Context: an optimization exercise on an open-source flow, tuned for small area, a short achievable clock period and few clock cycles per item. The choices shown serve that exercise and are no tape-out recipe.
No functional check of the RTL was part of any run shown here.

<file path="design/flow/run.sh">
#!/bin/bash
# synth_recipe.tcl (not shown) runs the flow's synth.tcl, then flattens the netlist and writes it again
# the make line also repeats each setting of config.mk as NAME=value (left out here)
make -C /OpenROAD-flow-scripts/flow DESIGN_CONFIG=/design/flow/config.mk WORK_HOME=/design/flow/orfs CLKGATE_MAP_FILE= SYNTH_SCRIPT=/design/flow/synth_recipe.tcl finish
</file>
<file path="design/flow/design.v">
`default_nettype none
package dpc_pkg;
	localparam int DEF_VALUE_BITS = 32;
	function automatic logic [39:0] bcd_mask(input int s);
		case (s)
			0: bcd_mask = 40'h0000000000;
			1: bcd_mask = 40'h0000000001;
			2: bcd_mask = 40'h0000000003;
			3: bcd_mask = 40'h0000000007;
			4: bcd_mask = 40'h000000001f;
			5: bcd_mask = 40'h000000003f;
			6: bcd_mask = 40'h000000007f;
			7: bcd_mask = 40'h00000001ff;
			8: bcd_mask = 40'h00000003ff;
			9: bcd_mask = 40'h00000007ff;
			10: bcd_mask = 40'h0000001fff;
			11: bcd_mask = 40'h0000003fff;
			12: bcd_mask = 40'h0000007fff;
			13: bcd_mask = 40'h000000ffff;
			14: bcd_mask = 40'h000001ffff;
			15: bcd_mask = 40'h000003ffff;
			16: bcd_mask = 40'h000007ffff;
			17: bcd_mask = 40'h00001fffff;
			18: bcd_mask = 40'h00003fffff;
			19: bcd_mask = 40'h00007fffff;
			20: bcd_mask = 40'h0001ffffff;
			21: bcd_mask = 40'h0003ffffff;
			22: bcd_mask = 40'h0007ffffff;
			23: bcd_mask = 40'h000fffffff;
			24: bcd_mask = 40'h001fffffff;
			25: bcd_mask = 40'h003fffffff;
			26: bcd_mask = 40'h007fffffff;
			27: bcd_mask = 40'h01ffffffff;
			28: bcd_mask = 40'h03ffffffff;
			29: bcd_mask = 40'h07ffffffff;
			30: bcd_mask = 40'h1fffffffff;
			31: bcd_mask = 40'h3fffffffff;
			default: bcd_mask = 40'hffffffffff;
		endcase
	endfunction
	function automatic logic [3:0] dd_adjust(input logic [3:0] d);
		dd_adjust[3] = d[3] | (d[2] & d[1]) | (d[2] & d[0]);
		dd_adjust[2] = (d[2] & !d[1] & !d[0]) | (d[3] & d[0]);
		dd_adjust[1] = (d[1] & (!d[2] | d[0])) | (d[3] & !d[0]);
		dd_adjust[0] = (!d[3] & !d[2] & d[0]) | (d[2] & d[1] & !d[0]) | (d[3] & !d[0]);
	endfunction
endpackage
`default_nettype wire
`default_nettype none
module dpc_dd_stage
#(
	parameter int S0 = 0,
	parameter int NB = 8
) (
	input  wire logic [39:0]   in_bcd,
	input  wire logic [NB-1:0] in_bits,
	output logic      [39:0]   out_bcd
);
	logic [39:0] b;
	always_comb begin
		b = in_bcd & dpc_pkg::bcd_mask(S0);
		for (int s = 0; s < NB; s++) begin
			for (int k = 0; k < 10; k++) begin
				b[k*4 +: 4] = dpc_pkg::dd_adjust(b[k*4 +: 4]);
			end
			b = {b[38:0], in_bits[NB-1-s]} & dpc_pkg::bcd_mask(S0 + s + 1);
		end
		out_bcd = b;
	end
endmodule
`default_nettype wire
`default_nettype none
module dpc_sym_check (
	input  wire logic [39:0] in_bcd,
	output logic             out_pal
);
	logic [9:0]  nz;
	logic [10:0] eq;
	always_comb begin
		for (int i = 0; i < 10; i++) begin
			nz[i] = in_bcd[i*4 +: 4] != 4'd0;
		end
		for (int l = 0; l <= 10; l++) begin
			eq[l] = 1'b1;
			for (int i = 0; i < l / 2; i++) begin
				if (in_bcd[i*4 +: 4] != in_bcd[(l-1-i)*4 +: 4]) begin
					eq[l] = 1'b0;
				end
			end
		end
		out_pal = (nz >> 1) == 10'd0;
		for (int l = 2; l <= 10; l++) begin
			if (l == 10) begin
				out_pal = out_pal | (nz[9] & eq[10]);
			end else begin
				out_pal = out_pal | (nz[l-1] & ((nz >> l) == 10'd0) & eq[l]);
			end
		end
	end
endmodule
`default_nettype wire
`default_nettype none
module decimal_palindrome_check_unit
#(
	parameter int VALUE_BITS = dpc_pkg::DEF_VALUE_BITS
) (
	input  wire logic                         clk,
	input  wire logic                         arst_n,
	input  wire logic                         in_valid,
	output logic                              in_ready,
	input  wire logic signed [VALUE_BITS-1:0] in_value,
	input  wire logic                         in_is_last,
	output logic                              out_valid,
	input  wire logic                         out_ready,
	output logic signed [VALUE_BITS-1:0]      out_value_echo,
	output logic                              out_is_palindrome,
	output logic                              out_last_out
);
	logic adv;
	logic        valid_q1;
	logic        last_q1;
	logic        sgn_q1;
	logic [30:0] x_q1;
	logic [39:0] bcd_q1;
	logic [30:0] x_nx1;
	logic [39:0] bcd_nx1;
	logic        valid_q2;
	logic        last_q2;
	logic        sgn_q2;
	logic [30:0] x_q2;
	logic [39:0] bcd_q2;
	logic [30:0] x_nx2;
	logic [39:0] bcd_nx2;
	logic [30:0] mag_in;
	logic [39:0] bcd_fin;
	logic [30:0] echo_lo;
	logic        pal;
	assign adv      = !valid_q2 || out_ready;
	assign in_ready = adv;
	assign mag_in = in_value[31] ? 31'(~in_value + 32'd1) : in_value[30:0];
	dpc_dd_stage #(.S0(0), .NB(11)) u_dd0 (
		.in_bcd  (40'd0),
		.in_bits (mag_in[30:20]),
		.out_bcd (bcd_nx1)
	);
	assign x_nx1 = {in_value[30:20], mag_in[19:0]};
	dpc_dd_stage #(.S0(11), .NB(15)) u_dd1 (
		.in_bcd  (bcd_q1),
		.in_bits (x_q1[19:5]),
		.out_bcd (bcd_nx2)
	);
	always_comb begin
		x_nx2 = x_q1;
		for (int i = 5; i <= 19; i++) begin
			x_nx2[i] = x_q1[i] ^ (sgn_q1 && (x_q1 & ((31'(1) << i) - 31'(1))) != 31'(0));
		end
	end
	dpc_dd_stage #(.S0(26), .NB(5)) u_dd2 (
		.in_bcd  (bcd_q2),
		.in_bits (x_q2[4:0]),
		.out_bcd (bcd_fin)
	);
	always_comb begin
		echo_lo = x_q2;
		for (int i = 1; i <= 4; i++) begin
			echo_lo[i] = x_q2[i] ^ (sgn_q2 && (x_q2 & ((31'(1) << i) - 31'(1))) != 31'(0));
		end
	end
	always_ff @(posedge clk or negedge arst_n) begin
		if (!arst_n) begin
			valid_q1 <= 1'b0;
			valid_q2 <= 1'b0;
		end else if (adv) begin
			valid_q1 <= in_valid;
			valid_q2 <= valid_q1;
		end
	end
	always_ff @(posedge clk) begin
		if (adv) begin
			last_q1 <= in_is_last;
			sgn_q1  <= in_value[31];
			x_q1    <= x_nx1;
			bcd_q1  <= bcd_nx1;
			last_q2 <= last_q1;
			sgn_q2  <= sgn_q1;
			x_q2    <= x_nx2;
			bcd_q2  <= bcd_nx2;
		end
	end
	dpc_sym_check u_sym (
		.in_bcd  (bcd_fin),
		.out_pal (pal)
	);
	assign out_valid         = valid_q2;
	assign out_last_out      = last_q2;
	assign out_value_echo    = {sgn_q2, echo_lo};
	assign out_is_palindrome = pal && !(sgn_q2 && bcd_fin == 40'd0);
endmodule
`default_nettype wire
</file>
<file path="design/flow/constraint.sdc">
create_clock -name core_clock -period 6.5 [get_ports {clk}]
set_input_delay 1.3000 -clock core_clock [delete_from_list [all_inputs] [get_ports {clk}]]
set_output_delay 1.3000 -clock core_clock [all_outputs]
set_load 0.01 [all_outputs]
</file>
<file path="design/flow/config.mk">
export PLATFORM = sky130hd
export DESIGN_NAME = decimal_palindrome_check_unit
export DESIGN_NICKNAME = decimal_palindrome_check_unit
export VERILOG_FILES = /design/flow/design.v
export SDC_FILE = /design/flow/constraint.sdc
export NUM_CORES = 4
export LEC_CHECK = 0
export ABC_AREA = 1
export CAP_MARGIN = 20
export CORE_MARGIN = 2
export CORE_UTILIZATION = 40
export SLEW_MARGIN = 20
</file>
==> results.sh, run 1 <==
export IMPL_yosysWarnings=5
export IMPL_async_flop_share=0.01770
export IMPL_n_antenna_cell=0
export IMPL_tightest_slew_ns=0.9096
export IMPL_max_freq_ghz=0.1615
export IMPL_synth_top_area_share=0.2109
export IMPL_hpwl_mm=36.18
export IMPL_first_pass_iters=5
export IMPL_drc=0
export IMPL_hold_viol=0
export IMPL_reg2reg_slack_ns=1.30
export IMPL_synth_top_cell_by_area="nand2_1"
export IMPL_fin_crit_sh=0.9527
export IMPL_synth_nets=2876
export IMPL_track_usage=0.2130
export IMPL_cts_tree="built"
export IMPL_worstSetupStartpointType="flop"
export IMPL_critPathCaptureType="output pin"
export IMPL_relSlewSlack=0.3936
export IMPL_rsz0062_at_grt="yes"
export IMPL_clk_pin_slew_ns=0.06
export IMPL_root_buffer="clkbuf_16"
export IMPL_hp_class="flop to flop"
export IMPL_die_h_um=204.9
export IMPL_synth_cell_type_count=49
export IMPL_wl_per_cell_um=12.77
export IMPL_grt_max_degree=71
export IMPL_synth_edf_count=111
export IMPL_clock_latency_ns=0.44
export IMPL_htreeDepth=4
export IMPL_crit_type="flop to output pin"
export IMPL_final_core_util=0.4768
export IMPL_ys_ff_latch=113
export IMPL_via_count=17976
export IMPL_drt_antenna_violating_nets=0
export IMPL_final_net_count=3013
export IMPL_overflow=0
export IMPL_maxCapViolations=0
export IMPL_core_area_um2=39820
export IMPL_syn_area_um2=16140
export IMPL_crit_path_max_fanout=5
export IMPL_period_minus_slack_ns=6.192
export IMPL_die_w_um=204.9
export IMPL_cts_buffers_inserted=17
export IMPL_antenna_found_initial=0
export IMPL_grt_pass1_vias=16556
export IMPL_clock_path_buffers=2
export IMPL_drive_above_1_share=0.1539
export IMPL_yosys_top_cells_area="nand2_1, edfxtp_1, nand3_1, inv_1, nor2_1"
export IMPL_initial_core_util=0.4054
export IMPL_initialDrtViolationCount=846
export IMPL_avgSynthCellArea_um2=5.688
export IMPL_fin_ws_ns=0.3076
export IMPL_gp_congestion=0.9386
export IMPL_slew_violations=0
export IMPL_critPathArrivalTime_ns=4.89
export IMPL_ioPinCount=73
export IMPL_routed_wl_mm=44.86
export IMPL_synth_main_ff_cell="edfxtp_1"
export IMPL_num_rows=73
export IMPL_hold_buffers=0
export IMPL_grt_first_pass_wirelength_mm=73.69
export IMPL_clock_sinks=113
export IMPL_status="finished clean"
export IMPL_required_ns=5.20
export IMPL_portBuffers=72
export IMPL_syn_to_final_growth_pct=17.63
export IMPL_syn_instance_count=2838
export IMPL_via_per_inst=5.117
export IMPL_final_setup_viol_count=0
export IMPL_ys_seq_area_frac=0.2096
export IMPL_place_ws_ns=-0.2134
export IMPL_skew_ns=0.008652
export IMPL_dieArea_um2=41980
export IMPL_tns_ns=0
worst paths after layout:
kind | from | end | cells past startpoint
setup / recovery | bcd_q2[7]$_DFFE_PP_ | out_is_palindrome | 27
hold / removal | x_q1[23]$_DFFE_PP_ | x_q2[23]$_DFFE_PP_ | 0
setup reg to reg | bcd_q1[10]$_DFFE_PP_ | bcd_q2[23]$_DFFE_PP_ | 44
hold reg to reg | x_q1[23]$_DFFE_PP_ | x_q2[23]$_DFFE_PP_ | 0
max in group asynchronous | arst_n | valid_q1$_DFFE_PN0P_ | 1
min in group asynchronous | arst_n | valid_q2$_DFFE_PN0P_ | 1
synth_stat cells (9+ instances only):
cell and count:
a21oi_1 92, a221oi_1 10, a31oi_1 14, edfxtp_1 111, inv_1 413, inv_2 33
nand2_1 907, nand2_2 103, nand3_1 373, nand3_2 23, nand4_1 23, nor2_1 271
nor2_2 64, nor2_4 21, nor3_1 27, nor4_1 18, o2111ai_1 9, o21ai_0 84
o21ai_1 38, o22ai_1 29, or2_2 12, xnor2_1 16, xor2_1 72
through the flow:
step	hold WS, ns	cells	instance area (µm²)
final	0.4173	3513	18990
after global routing	0.4265	3513	18990
after CTS	0.4191	3492	18360
after detailed placement	0.4054	3460	17750
after global placement	0.4039	3460	17750
after floorplan	0.4003	2838	16140
layout by cell type (no fill, tap or decap), types with 5 or more instances in the layout:
master / Yosys / final
nor3_1: 27 / 12
nor3_2: 1 / 10
nor2_2: 64 / 77
nor3_4: 0 / 6
nand4_1: 23 / 23
xnor2_1: 16 / 16
nand3_1: 373 / 366
a21oi_2: 5 / 21
nor2_4: 21 / 22
nand2_2: 103 / 108
o21ai_0: 84 / 71
a31oi_1: 14 / 9
buf_4: 2 / 57
clkdlybuf4s50_1: 0 / 72
nor2_1: 271 / 257
o211ai_1: 6 / 6
a21oi_1: 92 / 75
edfxtp_1: 111 / 111
nand2_1: 907 / 901
xor2_1: 72 / 72
clkbuf_16: 0 / 17
nand3_2: 23 / 29
o2111ai_1: 9 / 8
a221oi_1: 10 / 10
nand2_4: 4 / 5
clkinv_2: 1 / 5
nor4_1: 18 / 13
o21ai_1: 38 / 43
or2_2: 12 / 12
inv_2: 33 / 40
o21ai_2: 4 / 12
o22ai_2: 0 / 5
clkinv_1: 5 / 5
o22ai_1: 29 / 24
inv_1: 413 / 407
metal layers:
layer,track usage,part of all wire,up-vias
met5,0,0,-
met4,0.07194,0.023,0
met3,0.02466,0.028,65
met2,0.4001,0.50,290
met1,0.2484,0.44,8155
li1,-,-,9466
kinds of logic (layout without fill, tap and decap cells):
kind of cell | Yosys count | after routing | share of synthesized area
and+or+nand+nor | 1855 | 1855 | 0.5197
buffers and inverters | 463 | 613 | 0.1083
DFF | 113 | 113 | 0.2096
xor gates and xnor gates | 88 | 88 | 0.04774
AOI/OAI and AO/OA | 318 | 318 | 0.1139
adders and majority gates | 1 | 1 | 0.0007749
critical path, stage by stage (launching register included):
cell             delay, ns
edfxtp_1              0.47
nor2_2                0.16
nor2_1                0.07
o22ai_2               0.15
inv_1                 0.08
nor2_2                0.16
inv_1                 0.10
a21oi_4               0.19
inv_1                 0.10
nor2_4                0.12
nor3b_1               0.07
nor2_1                0.20
nand2_1               0.12
o211ai_1              0.29
o21ai_0               0.18
nand2_2               0.12
buf_4                 0.14
buf_4                 0.17
xor2_1                0.16
nand4_1               0.11
nor4_1                0.28
nand4_1               0.14
nand2_1               0.09
nor2_1                0.05
nand4_1               0.06
o21ai_0               0.08
inv_1                 0.06
clkdlybuf4s50_1       0.52
cell type report:
type	count	area, µm²
Clock buffer	18	429.2
Clock inverter	14	141.4
Fill cell	4168	20830
Inverter	452	1698
Multi-Input combinational cell	2262	11530
Sequential cell	113	3383
Tap cell	525	656.9
Timing Repair Buffer	129	1149
flip-flops by register name (all words and copies together), names as in the netlist:
| name | count |
|---|---|
| bcd_q2 | 31 |
| x_q1 | 31 |
| x_q2 | 31 |
| bcd_q1 | 14 |
| last_q1 | 1 |
| last_q2 | 1 |
| sgn_q1 | 1 |
| sgn_q2 | 1 |
| valid_q1 | 1 |
| valid_q2 | 1 |
timing repair:
item,in CTS,in global routing
pin swaps,0,23
setup endpoints to repair,1,13
setup buffers,0,21
resized for setup,9,122
==> run 2, diff against run 1 <==
--- a/design/flow/config.mk
+++ b/design/flow/config.mk
@@ -9,4 +9,5 @@
 export CAP_MARGIN = 20
 export CORE_MARGIN = 2
 export CORE_UTILIZATION = 40
+export SETUP_SLACK_MARGIN = 2.2
 export SLEW_MARGIN = 20
==> run 2 against run 1 <==
  * Cell area increased by 43%
  * Clock skew increased by 0.0052 ns
  * Still clean on timing, DRC and antenna
  * Global-route usage increased by 2.2 points
  * Critical path type is now flop to flop
  * Cell count increased by 7.1%
  * Utilization increased by 21 points
  * Flip-flop and latch count unchanged
  * Via count increased by 16%
  * Highest routed layer unchanged
  * Synthesized area unchanged
  * Count of clock-buffer cells in the layout decreased by 1
==> results.sh, run 2 <==
export IMPL_status="finished clean"
export IMPL_cp_slowest_cell="edfxtp_1"
export IMPL_critical_path_max_stage_delay_ns=0.43
export IMPL_synth_top_cell_by_area="nand2_1"
export IMPL_htreeDepth=4
export IMPL_max_freq_ghz=0.1714
export IMPL_initial_core_util=0.4054
export IMPL_maxCapViolations=0
export IMPL_reg2reg_from="bcd_q1[0]$_DFFE_PP_"
export IMPL_synth_cell_type_count=49
export IMPL_place_ws_ns=0.1157
export IMPL_hp_class="flop to flop"
export IMPL_initialDrtViolationCount=1498
export IMPL_via_per_inst=5.556
export IMPL_synthTopCellsByCount="nand2_1, inv_1, nand3_1"
export IMPL_final_net_count=3261
export IMPL_critPathArrivalTime_ns=6.03
export IMPL_layout_common_cells="nand2_1, inv_1, nand2_2, buf_4, nand2_4"
export IMPL_clk_pin_slew_ns=0.07
export IMPL_clock_path_buffers=2
export IMPL_ys_seq_area_frac=0.2096
export IMPL_rsz0062_at_grt="yes"
export IMPL_grt_max_degree=62
export IMPL_dieArea_um2=41980
export IMPL_routed_wl_mm=62.63
export IMPL_core_area_um2=39820
export IMPL_largest_registers="bcd_q2: 31 flops, x_q1: 31 flops, x_q2: 31 flops"
export IMPL_tightest_slew_ns=0.8001
export IMPL_hold_viol=0
export IMPL_synth_top_area_share=0.2109
export IMPL_avgSynthCellArea_um2=5.688
export IMPL_die_h_um=204.9
export IMPL_worstSetupStartpointType="flop"
export IMPL_drt_antenna_violating_nets=0
export IMPL_design_area_um2=27210
export IMPL_wl_met3_mm=3.055
export IMPL_cts_buffers_inserted=17
export IMPL_relSlewSlack=0.4666
export IMPL_postPlaceCellArea_um2=18300
export IMPL_yosysWarnings=5
export IMPL_syn_area_um2=16140
export IMPL_highest_layer="met4"
export IMPL_slew_violations=0
export IMPL_drive_above_1_share=0.5043
export IMPL_cts_tree="built"
export IMPL_synth_nets=2876
export IMPL_tns_ns=0
export IMPL_via_count=20895
export IMPL_hold_buffers=0
export IMPL_final_core_util=0.6832
export IMPL_yosys_top_cells_area="nand2_1, edfxtp_1, nand3_1, inv_1, nor2_1"
export IMPL_final_setup_viol_count=0
export IMPL_num_rows=73
export IMPL_fin_ws_ns=0.6665
export IMPL_period_minus_slack_ns=5.834
export IMPL_wl_per_cell_um=16.65
export IMPL_crit_type="flop to flop"
export IMPL_antenna_found_initial=0
export IMPL_root_buffer="clkbuf_16"
export IMPL_die_w_um=204.9
export IMPL_yosysMostFrequentCell="nand2_1"
export IMPL_reg2reg_slack_ns=0.67
export IMPL_required_ns=6.70
export IMPL_ioPinCount=73
export IMPL_gp_congestion=0.9223
export IMPL_holdPathStages=0
export IMPL_ys_ff_latch=113
export IMPL_critPathCaptureType="flop"
export IMPL_portBuffers=72
export IMPL_crit_path_max_fanout=6
export IMPL_wl_met1_mm=23.68
export IMPL_overflow=0
export IMPL_r2r_cells=40
export IMPL_clock_latency_ns=0.45
export IMPL_clock_sinks=113
export IMPL_worstReg2RegEnd="bcd_q2[15]$_DFFE_PP_"
export IMPL_track_usage=0.2349
export IMPL_final_common_cell="nand2_1"
export IMPL_hpwl_mm=33.33
export IMPL_crit_path_start="bcd_q1[0]$_DFFE_PP_"
export IMPL_synth_main_ff_cell="edfxtp_1"
export IMPL_drc=0
export IMPL_syn_to_final_growth_pct=68.53
export IMPL_grt_first_pass_wirelength_mm=83.41
export IMPL_synth_edf_count=111
export IMPL_skew_ns=0.01381
export IMPL_async_flop_share=0.01770
export IMPL_grt_pass1_vias=18649
export IMPL_n_antenna_cell=0
export IMPL_route_met2_wl_mm=32.93
export IMPL_crit_end="bcd_q2[15]$_DFFE_PP_"
export IMPL_fin_crit_sh=0.8975
export IMPL_first_pass_iters=5
export IMPL_syn_instance_count=2838
## run 2: cell counts after synthesis
Identical to the previous run, type by type.
## run 2: timing repair
action / in CTS / in global routing
pin swaps: 305 / 388
resized for setup: 883 / 670
setup buffers: 148 / 142
endpoints found under the setup margin: 45 / 44
## run 2: critical path: cells and delay by family (launching register included)
family                 cells  cell delay [ns]
AND/OR/NAND/NOR           30             3.77
flip-flops                 1             0.43
AO/OA/AOI/OAI              2             0.35
buffers and inverters      8             1.00
## run 2: cells by family after synthesis
group,Yosys count,share of synthesized area
compound gates,318,0.1139
xor+xnor,88,0.04774
fa+ha+maj,1,0.0007749
buf+inv,463,0.1083
flops,113,0.2096
simple gates,1855,0.5197
## run 2: per-stage QoR
step	hold WS (ns)	std cells
final	0.4186	3761
after detailed placement	0.4052	3439
after CTS	0.4200	3619
after floorplan	0.4003	2838
after global placement	0.4015	3439
after global routing	0.4334	3761
## run 2: area by class of cell
| class | count | area (µm²) |
|---|---|---|
| Multi-Input combinational cell | 2262 | 17480 |
| Fill cell | 2977 | 12620 |
| Sequential cell | 113 | 3383 |
| Timing Repair Buffer | 377 | 3316 |
| Inverter | 452 | 1787 |
| Tap cell | 525 | 656.9 |
| Clock buffer | 17 | 425.4 |
| Clock inverter | 15 | 157.7 |
## run 2: worst min-delay path by stage
stage,endpoint,from
final,last_q2$_DFFE_PP_,last_q1$_DFFE_PP_
after CTS,x_q2[20]$_DFFE_PP_,x_q1[20]$_DFFE_PP_
after global placement,x_q2[28]$_DFFE_PP_,x_q1[28]$_DFFE_PP_
after global routing,x_q2[27]$_DFFE_PP_,x_q1[27]$_DFFE_PP_
after floorplan,last_q2$_DFFE_PP_,last_q1$_DFFE_PP_
after detailed placement,last_q2$_DFFE_PP_,last_q1$_DFFE_PP_
## run 2: layer usage
layer | track usage | vias up
li1 | - | 10000
met1 | 0.2734 | 9843
met2 | 0.4405 | 761
met3 | 0.03548 | 291
met4 | 0.06937 | 0
met5 | 0 | -
==> run 3, diff against run 2 <==
--- a/design/flow/design.v
+++ b/design/flow/design.v
@@ -131,48 +131,68 @@
 	logic [39:0] bcd_q2;
 	logic [30:0] x_nx2;
 	logic [39:0] bcd_nx2;
+	logic        valid_q3;
+	logic        last_q3;
+	logic        sgn_q3;
+	logic [30:0] x_q3;
+	logic [39:0] bcd_q3;
+	logic [30:0] x_nx3;
+	logic [39:0] bcd_nx3;
 	logic [30:0] mag_in;
 	logic [39:0] bcd_fin;
 	logic [30:0] echo_lo;
 	logic        pal;
-	assign adv      = !valid_q2 || out_ready;
+	assign adv      = !valid_q3 || out_ready;
 	assign in_ready = adv;
 	assign mag_in = in_value[31] ? 31'(~in_value + 32'd1) : in_value[30:0];
-	dpc_dd_stage #(.S0(0), .NB(11)) u_dd0 (
+	dpc_dd_stage #(.S0(0), .NB(7)) u_dd0 (
 		.in_bcd  (40'd0),
-		.in_bits (mag_in[30:20]),
+		.in_bits (mag_in[30:24]),
 		.out_bcd (bcd_nx1)
 	);
-	assign x_nx1 = {in_value[30:20], mag_in[19:0]};
-	dpc_dd_stage #(.S0(11), .NB(15)) u_dd1 (
+	assign x_nx1 = {in_value[30:24], mag_in[23:0]};
+	dpc_dd_stage #(.S0(7), .NB(11)) u_dd1 (
 		.in_bcd  (bcd_q1),
-		.in_bits (x_q1[19:5]),
+		.in_bits (x_q1[23:13]),
 		.out_bcd (bcd_nx2)
 	);
 	always_comb begin
 		x_nx2 = x_q1;
-		for (int i = 5; i <= 19; i++) begin
+		for (int i = 13; i <= 23; i++) begin
 			x_nx2[i] = x_q1[i] ^ (sgn_q1 && (x_q1 & ((31'(1) << i) - 31'(1))) != 31'(0));
 		end
 	end
-	dpc_dd_stage #(.S0(26), .NB(5)) u_dd2 (
+	dpc_dd_stage #(.S0(18), .NB(12)) u_dd2 (
 		.in_bcd  (bcd_q2),
-		.in_bits (x_q2[4:0]),
+		.in_bits (x_q2[12:1]),
+		.out_bcd (bcd_nx3)
+	);
+	always_comb begin
+		x_nx3 = x_q2;
+		for (int i = 1; i <= 12; i++) begin
+			x_nx3[i] = x_q2[i] ^ (sgn_q2 && (x_q2 & ((31'(1) << i) - 31'(1))) != 31'(0));
+		end
+	end
+	dpc_dd_stage #(.S0(30), .NB(1)) u_dd3 (
+		.in_bcd  (bcd_q3),
+		.in_bits (x_q3[0:0]),
 		.out_bcd (bcd_fin)
 	);
 	always_comb begin
-		echo_lo = x_q2;
-		for (int i = 1; i <= 4; i++) begin
-			echo_lo[i] = x_q2[i] ^ (sgn_q2 && (x_q2 & ((31'(1) << i) - 31'(1))) != 31'(0));
+		echo_lo = x_q3;
+		for (int i = 1; i <= 0; i++) begin
+			echo_lo[i] = x_q3[i] ^ (sgn_q3 && (x_q3 & ((31'(1) << i) - 31'(1))) != 31'(0));
 		end
 	end
 	always_ff @(posedge clk or negedge arst_n) begin
 		if (!arst_n) begin
 			valid_q1 <= 1'b0;
 			valid_q2 <= 1'b0;
+			valid_q3 <= 1'b0;
 		end else if (adv) begin
 			valid_q1 <= in_valid;
 			valid_q2 <= valid_q1;
+			valid_q3 <= valid_q2;
 		end
 	end
 	always_ff @(posedge clk) begin
@@ -185,15 +205,19 @@
 			sgn_q2  <= sgn_q1;
 			x_q2    <= x_nx2;
 			bcd_q2  <= bcd_nx2;
+			last_q3 <= last_q2;
+			sgn_q3  <= sgn_q2;
+			x_q3    <= x_nx3;
+			bcd_q3  <= bcd_nx3;
 		end
 	end
 	dpc_sym_check u_sym (
 		.in_bcd  (bcd_fin),
 		.out_pal (pal)
 	);
-	assign out_valid         = valid_q2;
-	assign out_last_out      = last_q2;
-	assign out_value_echo    = {sgn_q2, echo_lo};
-	assign out_is_palindrome = pal && !(sgn_q2 && bcd_fin == 40'd0);
+	assign out_valid         = valid_q3;
+	assign out_last_out      = last_q3;
+	assign out_value_echo    = {sgn_q3, echo_lo};
+	assign out_is_palindrome = pal && !(sgn_q3 && bcd_fin == 40'd0);
 endmodule
 `default_nettype wire
--- a/design/flow/config.mk
+++ b/design/flow/config.mk
@@ -9,5 +9,4 @@
 export CAP_MARGIN = 20
 export CORE_MARGIN = 2
 export CORE_UTILIZATION = 40
-export SETUP_SLACK_MARGIN = 2.2
 export SLEW_MARGIN = 20
==> run 3 against run 2 <==
  * Still clean on timing, DRC and antenna
  * Register-to-register slack improved by 1.5 ns
  * Die area increased by 13%
  * Wire length shrank 28%
  * Synthesized area is 13% higher
  * First-iteration DRC count decreased by 17%
  * Via count decreased by 10%
  * Setup slack gained 0.33 ns
  * Count of clock-buffer cells in the layout rose by 2
  * Utilization is 23 points lower
  * Critical path type is now flop to output pin
  * Critical endpoint is now out_is_palindrome
==> results.sh, run 3 <==
export IMPL_status="finished clean"
export IMPL_reg2reg_from="bcd_q2[12]$_DFFE_PP_"
export IMPL_final_setup_viol_count=0
export IMPL_layout_common_cells="nand2_1, nand3_1, inv_1, nor2_1, edfxtp_1"
export IMPL_initial_core_util=0.4035
export IMPL_cts_setup_buffers=0
export IMPL_die_h_um=217.5
export IMPL_cp_slowest_cell="a21oi_1"
export IMPL_syn_area_um2=18230
export IMPL_crit_path_start="bcd_q3[0]$_DFFE_PP_"
export IMPL_hp_class="flop to flop"
export IMPL_crit_buf_inv=3
export IMPL_drt_antenna_violating_nets=0
export IMPL_yosys_area_share_simple=0.5017
export IMPL_relSlewSlack=0.3256
export IMPL_maxCapViolations=0
export IMPL_track_usage=0.1958
export IMPL_synth_top_family_by_area="simple AND/OR/NAND/NOR gates"
export IMPL_dp_cells=3676
export IMPL_slew_violations=0
export IMPL_hpwl_mm=35.51
export IMPL_clock_sinks=170
export IMPL_max_freq_ghz=0.1816
export IMPL_drive_above_1_share=0.09492
export IMPL_yosysWarnings=6
export IMPL_cts_tree="built"
export IMPL_yosysMostFrequentCell="nand2_1"
export IMPL_via_per_inst=5.051
export IMPL_cp_top_family="compound AO/OA/AOI/OAI gates"
export IMPL_period_minus_slack_ns=5.508
export IMPL_n_antenna_cell=0
export IMPL_postPlaceCellArea_um2=19780
export IMPL_overflow=0
export IMPL_num_rows=78
export IMPL_cp_common_cell="nand4_1"
export IMPL_design_area_um2=20370
export IMPL_largest_register="bcd_q3"
export IMPL_async_flop_share=0.01765
export IMPL_grt_pass1_vias=17495
export IMPL_hold_ws_ns=0.4183
export IMPL_synth_top_cell_by_area="edfxtp_1"
export IMPL_ys_ff_latch=170
export IMPL_cts_resized=0
export IMPL_fin_ws_ns=0.9924
export IMPL_synth_adder_area_share=0.0006862
export IMPL_routed_wl_mm=44.81
export IMPL_holdCritStartpoint="x_q2[24]$_DFFE_PP_"
export IMPL_synth_cell_type_count=45
export IMPL_syn_to_final_growth_pct=11.70
export IMPL_largest_reg_flops=37
export IMPL_gp_congestion=0.8442
export IMPL_synth_edf_count=167
export IMPL_via_count=18728
export IMPL_synth_xor_area_frac=0.04948
export IMPL_clk_pin_slew_ns=0.07
export IMPL_skew_ns=0.02177
export IMPL_portBuffers=72
export IMPL_ys_seq_area_frac=0.2791
export IMPL_fin_crit_sh=0.8473
export IMPL_dieArea_um2=47310
export IMPL_syn_instance_count=2998
export IMPL_grt_max_degree=81
export IMPL_worstSetupStartpointType="flop"
export IMPL_final_core_util=0.4507
export IMPL_crit_path_max_fanout=9
export IMPL_synth_nets=3036
export IMPL_final_cells=3708
export IMPL_critPathCaptureType="output pin"
export IMPL_grt_use_met1=0.2448
export IMPL_drc=0
export IMPL_die_w_um=217.5
export IMPL_crit_chain="inv_1 -> nand2_1 -> a21oi_1 -> clkinv_1 -> a22oi_1 -> o2111ai_1 -> nor4_1 -> nand4_1 -> o32a_1 -> nand4_1 -> a211oi_1 -> a31oi_1 -> clkdlybuf4s50_1"
export IMPL_first_pass_iters=6
export IMPL_critPathArrivalTime_ns=4.21
export IMPL_htreeDepth=4
export IMPL_clock_latency_ns=0.49
export IMPL_synth_compound_area_frac=0.08701
export IMPL_avgSynthCellArea_um2=6.082
export IMPL_grt_first_pass_wirelength_mm=77.72
export IMPL_hold_buffers=0
export IMPL_grt_busiest_layer="met2"
export IMPL_initialDrtViolationCount=1236
export IMPL_hold_viol=0
export IMPL_final_common_cell="nand2_1"
export IMPL_wl_per_cell_um=12.09
export IMPL_synthMuxAreaShare=0.0006176
export IMPL_core_area_um2=45190
export IMPL_required_ns=5.20
export IMPL_final_net_count=3133
export IMPL_synth_top_area_share=0.2750
export IMPL_place_ws_ns=1.003
export IMPL_antenna_found_initial=0
export IMPL_root_buffer="clkbuf_16"
export IMPL_yosys_top_cells_area="edfxtp_1, nand2_1, nand3_1, inv_1, nor2_1"
export IMPL_crit_type="flop to output pin"
export IMPL_cts_buffers_inserted=17
export IMPL_ioPinCount=73
export IMPL_rsz0062_at_grt="no"
export IMPL_critical_path_max_stage_delay_ns=0.67
export IMPL_gr_usage_met3=0.03794
export IMPL_clock_path_buffers=2
export IMPL_grtUsageMet2=0.3373
export IMPL_tns_ns=0
export IMPL_synth_main_ff_cell="edfxtp_1"
export IMPL_synthTopCellsByCount="nand2_1, nand3_1, inv_1"
export IMPL_tightest_slew_ns=1.012
## run 3: changes by cell type after synthesis, moves of 11 or more
cell	previous run	this run
nand3_1	373	472
a21oi_1	92	71
inv_1	413	355
nand2_1	907	1000
o21ai_1	38	55
o22ai_1	29	18
xnor2_1	16	27
edfxtp_1	111	167
nor2_1	271	303
## run 3: worst reg2reg max path, delay by kind of cell, from the launching register on
family / cells / cell delay (ns)
buffers and inverters: 3 / 0.23
and+or+nand+nor: 26 / 2.96
DFF: 1 / 0.47
AOI/OAI and AO/OA: 3 / 0.43
## run 3: worst paths after layout
path | endpoint | slack, ns | cells past startpoint
setup / recovery | out_is_palindrome | 0.99 | 13
hold / removal | x_q3[24]$_DFFE_PP_ | 0.42 | 0
setup reg to reg | bcd_q3[32]$_DFFE_PP_ | 2.17 | 32
hold reg to reg | x_q3[24]$_DFFE_PP_ | 0.42 | 0
max in group asynchronous | valid_q1$_DFFE_PN0P_ | 5.37 | 1
min in group asynchronous | valid_q3$_DFFE_PN0P_ | 0.99 | 1
## run 3: layout make-up
cell class                      instances  area, µm²
Clock buffer                           19      432.9
Clock inverter                         13      150.1
Fill cell                            4552      24820
Inverter                              384       1441
Multi-Input combinational cell       2435      11670
Sequential cell                       170       5090
Tap cell                              600      750.7
Timing Repair Buffer                   87      833.3
## run 3: cell families (layout without fill, tap and decap cells)
logic type,count (synthesis),count (layout)
compound gates,278,278
xor+xnor,103,103
fa+ha+maj,1,1
buf+inv,393,503
flops,170,170
mux,1,1
simple gates,2052,2052
## run 3: metal layers
layer | wire length (µm) | share of wire
met3 | 1873 | 0.042
met4 | 910 | 0.020
met1 | 21000 | 0.47
met2 | 21030 | 0.47
met5 | 0 | 0
==> run 4, diff against run 3 <==
--- a/design/flow/config.mk
+++ b/design/flow/config.mk
@@ -9,4 +9,5 @@
 export CAP_MARGIN = 20
 export CORE_MARGIN = 2
 export CORE_UTILIZATION = 40
+export SETUP_SLACK_MARGIN = 3.0
 export SLEW_MARGIN = 20
==> run 4 against run 3 <==
  * Synthesized cell count unchanged
  * Synthesized area stayed put
  * Via count grew 32%
  * Critical path type is now flop to flop
  * Critical endpoint is now bcd_q3[21]$_DFFE_PP_
  * Highest routed layer is now met5
==> results.sh, run 4 <==
export IMPL_synth_compound_area_frac=0.08701
export IMPL_worstSetupStartpointType="flop"
export IMPL_syn_instance_count=2998
export IMPL_track_usage=0.2542
export IMPL_root_buffer="clkbuf_16"
export IMPL_hpwl_mm=36.07
export IMPL_hold_end="x_q3[19]$_DFFE_PP_"
export IMPL_cp_common_cell="nand2_4"
export IMPL_crit_type="flop to flop"
export IMPL_ys_seq_area_frac=0.2791
export IMPL_cp_slowest_cell="edfxtp_1"
export IMPL_reg2reg_slack_ns=1.50
export IMPL_num_rows=78
export IMPL_hp_class="flop to flop"
export IMPL_place_ws_ns=1.312
export IMPL_synth_top_area_share=0.2750
export IMPL_htreeDepth=4
export IMPL_grt_pass1_vias=21616
export IMPL_drc=0
export IMPL_critPathArrivalTime_ns=5.25
export IMPL_holdCritStartpoint="x_q2[19]$_DFFE_PP_"
export IMPL_async_flop_share=0.01765
export IMPL_fin_ws_ns=1.503
export IMPL_via_per_inst=6.009
export IMPL_rsz0062_at_grt="yes"
export IMPL_initialDrtViolationCount=2225
export IMPL_r2r_cells=33
export IMPL_clock_path_buffers=2
export IMPL_holdPathStages=0
export IMPL_synth_edf_count=167
export IMPL_overflow=0
export IMPL_final_cells=4129
export IMPL_synth_adder_area_share=0.0006862
export IMPL_final_core_util=0.7324
export IMPL_yosys_top_cells_area="edfxtp_1, nand2_1, nand3_1, inv_1, nor2_1"
export IMPL_slew_violations=0
export IMPL_cts_buffers_inserted=17
export IMPL_postPlaceCellArea_um2=20420
export IMPL_syn_to_final_growth_pct=81.50
export IMPL_largest_reg_flops=37
export IMPL_synth_top_cell_by_area="edfxtp_1"
export IMPL_synth_top_family_by_area="simple AND/OR/NAND/NOR gates"
export IMPL_avgSynthCellArea_um2=6.082
export IMPL_dieArea_um2=47310
export IMPL_core_area_um2=45190
export IMPL_die_h_um=217.5
export IMPL_synth_cell_type_count=45
export IMPL_cts_tree="built"
export IMPL_period_minus_slack_ns=4.997
export IMPL_drt_antenna_violating_nets=0
export IMPL_reg2reg_from="bcd_q2[14]$_DFFE_PP_"
export IMPL_required_ns=6.75
export IMPL_clk_pin_slew_ns=0.10
export IMPL_final_setup_viol_count=0
export IMPL_relSlewSlack=0.4508
export IMPL_critPathCaptureType="flop"
export IMPL_drive_above_1_share=0.5887
export IMPL_critical_path_max_stage_delay_ns=0.47
export IMPL_yosysMostFrequentCell="nand2_1"
export IMPL_layout_common_cells="nand2_1, nand2_2, nand2_4, buf_4, inv_1"
export IMPL_first_pass_iters=8
export IMPL_hold_ws_ns=0.4219
export IMPL_design_area_um2=33090
export IMPL_wl_per_cell_um=20.65
export IMPL_cp_top_family="simple AND/OR/NAND/NOR gates"
export IMPL_synth_main_ff_cell="edfxtp_1"
export IMPL_grt_max_degree=59
export IMPL_grt_first_pass_wirelength_mm=100.2
export IMPL_synth_nets=3036
export IMPL_via_count=24813
export IMPL_tightest_slew_ns=0.8230
export IMPL_skew_ns=0.02244
export IMPL_dp_cells=3668
export IMPL_hold_viol=0
export IMPL_clock_sinks=170
export IMPL_die_w_um=217.5
export IMPL_crit_path_max_fanout=6
export IMPL_ioPinCount=73
export IMPL_portBuffers=72
export IMPL_synthMuxAreaShare=0.0006176
export IMPL_maxCapViolations=0
export IMPL_initial_core_util=0.4035
export IMPL_antenna_found_initial=1
export IMPL_max_freq_ghz=0.2001
export IMPL_status="finished clean"
export IMPL_clock_latency_ns=0.52
export IMPL_worstReg2RegEnd="bcd_q3[21]$_DFFE_PP_"
export IMPL_crit_buf_inv=4
export IMPL_tns_ns=0
export IMPL_routed_wl_mm=85.25
export IMPL_syn_area_um2=18230
export IMPL_ys_ff_latch=170
export IMPL_synthTopCellsByCount="nand2_1, nand3_1, inv_1"
export IMPL_yosys_area_share_simple=0.5017
export IMPL_largest_register="bcd_q3"
export IMPL_final_common_cell="nand2_1"
export IMPL_gp_congestion=0.9081
export IMPL_yosysWarnings=6
export IMPL_fin_crit_sh=0.7688
export IMPL_final_net_count=3553
export IMPL_synth_xor_area_frac=0.04948
-- run 4: worst max-delay path by stage --
stage	startpoint	to	slack, ns	cells after the start
after detailed placement	in_value[2]	bcd_q1[1]$_DFFE_PP_	1.31	24
after global placement	in_value[2]	bcd_q1[3]$_DFFE_PP_	1.45	24
after global routing	bcd_q2[2]$_DFFE_PP_	bcd_q3[22]$_DFFE_PP_	1.38	33
after floorplan	in_value[2]	bcd_q1[1]$_DFFE_PP_	2.45	23
after CTS	bcd_q3[22]$_DFFE_PP_	out_is_palindrome	2.22	12
final	bcd_q2[14]$_DFFE_PP_	bcd_q3[21]$_DFFE_PP_	1.50	33
-- run 4: area by class of cell --
| cell class | instances | area, µm² |
|---|---|---|
| multi-input combinational | 2438 | 20430 |
| fill | 2675 | 12090 |
| inverter | 384 | 1570 |
| clock inverter | 15 | 192.7 |
| sequential | 170 | 5090 |
| tap | 600 | 750.7 |
| timing repair buffer | 504 | 4629 |
| clock buffer | 17 | 425.4 |
| antenna | 1 | 2.502 |
-- run 4: per-layer routing --
| layer | vias to the layer above | track usage | part of all wire |
|---|---|---|---|
| met2 | 1520 | 0.4850 | 0.51 |
| met3 | 558 | 0.03835 | 0.072 |
| li1 | 10952 | - | - |
| met5 | - | 0 | 0.00015 |
| met1 | 11781 | 0.2861 | 0.35 |
| met4 | 2 | 0.08311 | 0.069 |
-- run 4: timing repair --
item,in CTS,in global routing
resized for setup,1351,844
setup buffers,279,146
cloned,3,0
endpoints found under the setup margin,67,69
hold buffers,0,0
pin swaps,464,455
-- run 4: cell families (layout without fill, tap and decap cells) --
| family | count (synthesis) | count (layout) |
|---|---|---|
| buffers and inverters | 393 | 920 |
| adder cells (fa/ha/maj) | 1 | 1 |
| XOR/XNOR | 103 | 103 |
| AO/OA/AOI/OAI | 278 | 278 |
| AND/OR/NAND/NOR | 2052 | 2055 |
| flip-flops | 170 | 170 |
| other | 0 | 1 |
| multiplexers | 1 | 1 |

## separate check: timing with driven ports
No port has a modelled driver above. Below, the same layouts with a new extraction and two added sets of constraints. Step 1 (the two cells are an assumption about what drives the block):
set clk [get_ports {clk}]
set_driving_cell -lib_cell sky130_fd_sc_hd__clkbuf_16 $clk
set_driving_cell -lib_cell sky130_fd_sc_hd__buf_2 [delete_from_list [all_inputs] $clk]
Step 2 moves the port delays by t, midway between the first and last clock arrival at a register: inputs arrive t later, outputs are due t later. That takes back most of the time a late clock gives input paths. Slacks: no drivers / after step 1 / after step 2; pairs: no drivers / after step 1.
| run | shift t [ns] | setup WS [ns] | worst hold slack (ns) | slew at the worst register clock pin (ns) | pins driven straight from the clock port |
|---|---|---|---|---|---|
| run 1 | 0.484 | 0.308 / 0.255 / 0.175 | 0.417 / 0.417 / 0.417 | 0.06 / 0.06 | 1 |
| run 2 | 0.499 | 0.666 / 0.666 / 0.620 | 0.419 / 0.419 / 0.419 | 0.07 / 0.07 | 1 |
| run 3 | 0.542 | 0.992 / 0.935 / 0.976 | 0.418 / 0.418 / 0.418 | 0.08 / 0.08 | 1 |
| run 4 | 0.571 | 1.503 / 1.503 / 1.503 | 0.422 / 0.422 / 0.422 | 0.10 / 0.10 | 1 |
After both steps setup and hold are still met in every run listed. For run 1, which loses most, drivers alone change the setup slack by -0.053 ns; drivers and shift together by -0.133 ns.
